This is an optimization exercise on Yosys and OpenROAD, whose aim is small area, a short achievable clock period and few clock cycles per item, not a production implementation. The RTL was checked by simulation tests, not by an equivalence proof against the original design.

== rev 12 ==
## qr_cordic_top
module qr_cordic_top (
  input  logic        clk,
  input  logic        rst_n,
  input  logic        valid,
  input  logic [25:0] in_row,      
  output logic        out_valid,
  output logic [25:0] out_row      
);
export LEC_CHECK = 0
export CAP_MARGIN = 20
export CELL_PAD_IN_SITES_DETAIL_PLACEMENT = 1
export CELL_PAD_IN_SITES_GLOBAL_PLACEMENT = 1
export CORE_MARGIN = 2
export CORE_UTILIZATION = 30
export SETUP_SLACK_MARGIN = 4
export SLEW_MARGIN = 20
export SYNTH_HIERARCHICAL = 1
export SYNTH_MINIMUM_KEEP_SIZE = 10
export TNS_END_PERCENT = 0
create_clock -name core_clock -period 10.0 [get_ports {clk}]
run.sh (not shown) runs the stock make flow with config.mk's settings and CLKGATE_MAP_FILE= SYNTH_SCRIPT=/design/flow/synth_recipe.tcl, a recipe that flattens the netlist after the stock synthesis.
Testbench counts of rev 12, summed over its fixed seeds: cycles 8,000, matrices 320.
What rev 13 does differently from rev 12 at the input level:
- CELL_PAD_IN_SITES_GLOBAL_PLACEMENT no longer set, was 1
- CELL_PAD_IN_SITES_DETAIL_PLACEMENT no longer set, was 1
- ABC_AREA now 1, previously not set
Results
- Taking rev 12 as the reference, in rev 13 clock network area share now sits lower, number of instances resized during post-cts repair now sits lower, register fraction of the total cell area now sits lower, slew at the pin closest to its max-slew limit now sits lower, fmax now sits higher.
- In the flow results for rev 13 and rev 12, the worst reg2reg path depth is larger on rev 12.
- Rev 13 | stages: all done | timing, DRC, antenna: all pass
- Rev 12: PASS, flow complete, no timing, DRC or antenna violations
- [compare] base=rev 12 new=rev 13: final HPWL from detailed placement moved up, area growth from synthesis to layout moved down, number of buffers other than clock buffers in the final layout moved down.

========
qr_cordic_top, a different RTL version from the one above (not shown whole).
For scale: about 2,800 cells after synthesis, about 56 I/O pins, roughly 26,000 sq um of cells after synthesis.
Settings: LEC_CHECK=0, CAP_MARGIN=20, CORE_MARGIN=2, CORE_UTILIZATION=45, SETUP_SLACK_MARGIN=4, SLEW_MARGIN=20, SYNTH_HIERARCHICAL=1, SYNTH_MINIMUM_KEEP_SIZE=10, TNS_END_PERCENT=0; clock period 10.0 ns.
The first run passed the timing, design-rule and antenna checks.
Testbench counts at the start, summed over its fixed seeds: cycles 8,000, matrices 320.
==> next run, changes <==
Settings changed: CELL_PAD_IN_SITES_DETAIL_PLACEMENT set to 1, CELL_PAD_IN_SITES_GLOBAL_PLACEMENT set to 1, CORE_UTILIZATION 45 to 30.
=>
- The new run produced a clean layout
- count of clock-buffer cells in the layout went down by 1
- global-route usage goes down by 5.3 points
- worst setup slack got worse by 80 ps
- routed wire length climbs by about a fifth
- synthesized area is unchanged
- critical path depth goes down by 1
- final cell count is higher by roughly a tenth
- clock skew barely changes
==> next run, changes <==
Settings changed: ABC_AREA set to 1, CELL_PAD_IN_SITES_DETAIL_PLACEMENT 1 to not set, CELL_PAD_IN_SITES_GLOBAL_PLACEMENT 1 to not set, SYNTH_HIERARCHICAL 1 to not set, SYNTH_MINIMUM_KEEP_SIZE 10 to not set.
Outcome: Register-to-register slack is worse by 130 ps; critical path depth climbs by 10; global-route usage drops by 0.79 points; setup slack is worse by 130 ps; worst hold slack is better by 10 ps; sequential share of layout area climbs by 0.68 points.
==> next run, changes <==
Settings changed: ABC_AREA 1 to not set, SYNTH_HIERARCHICAL set to 1, SYNTH_MINIMUM_KEEP_SIZE set to 10.
Result:
- synthesized area goes up by 3.2%
- hold slack is worse by 13 ps
- non-clock buffer count decreases by 9
- setup slack gets better by 200 ps
- via count went down by 8.2%
- clock-buffer cell count goes down by 2
- cell count falls by 11%
- maximum frequency goes up by 2.8%
- design area hardly moves
- global-route usage went down by 2.8 points
- synthesized cell count is lower by 15%
==> next run, changes <==
Settings changed: ABC_AREA set to 1.
Clock skew increases by 40 ps.
Cell count came out higher by well over a third.
Hold slack gains 20 ps.
Routed wire length grows by about a fifth.
Count of clock-buffer cells in the layout goes up by 12.
Via count rose by a quarter to a third.
Non-clock buffer count fell by 40.

==> static timing again, ports no longer ideal <==
In the flow no input, the clock included, has a driving cell. The finished layouts below were timed again as built, in two steps. Step 1 (the two cells are an assumption about what drives the block):
set clk [get_ports {clk}]
set_driving_cell -lib_cell sky130_fd_sc_hd__clkbuf_16 $clk
set_driving_cell -lib_cell sky130_fd_sc_hd__buf_2 [delete_from_list [all_inputs] $clk]
Step 2 times the ports against the registers' clock, not the clock port: input delays grow and output delays shrink by t, the midpoint of the rising clock arrivals with the driver on. Slacks: no drivers / after step 1 / after step 2; pairs: no drivers / after step 1.
run | shift t [ns] | slack for setup (ns) | slew at the worst register clock pin (ns) | worst slew at a driven data input, ns
rev 12 | 0.633 | 2.777 / 2.777 / 2.777 | 0.07 / 0.07 | 0.06
rev 13 | 0.615 | 3.741 / 3.741 / 3.741 | 0.07 / 0.07 | 0.06
the first run of note 2 | 0.612 | 2.934 / 2.934 / 2.934 | 0.07 / 0.07 | 0.04
the second run of note 2 | 0.634 | 2.855 / 2.855 / 2.855 | 0.07 / 0.07 | 0.05
the third run of note 2 | 0.636 | 2.723 / 2.723 / 2.723 | 0.07 / 0.07 | 0.06
the fourth run of note 2 | 0.615 | 2.919 / 2.919 / 2.919 | 0.08 / 0.08 | 0.06
the fifth run of note 2 | 0.647 | 3.893 / 3.893 / 3.893 | 0.07 / 0.07 | 0.11
After both steps every run listed still meets setup and hold.
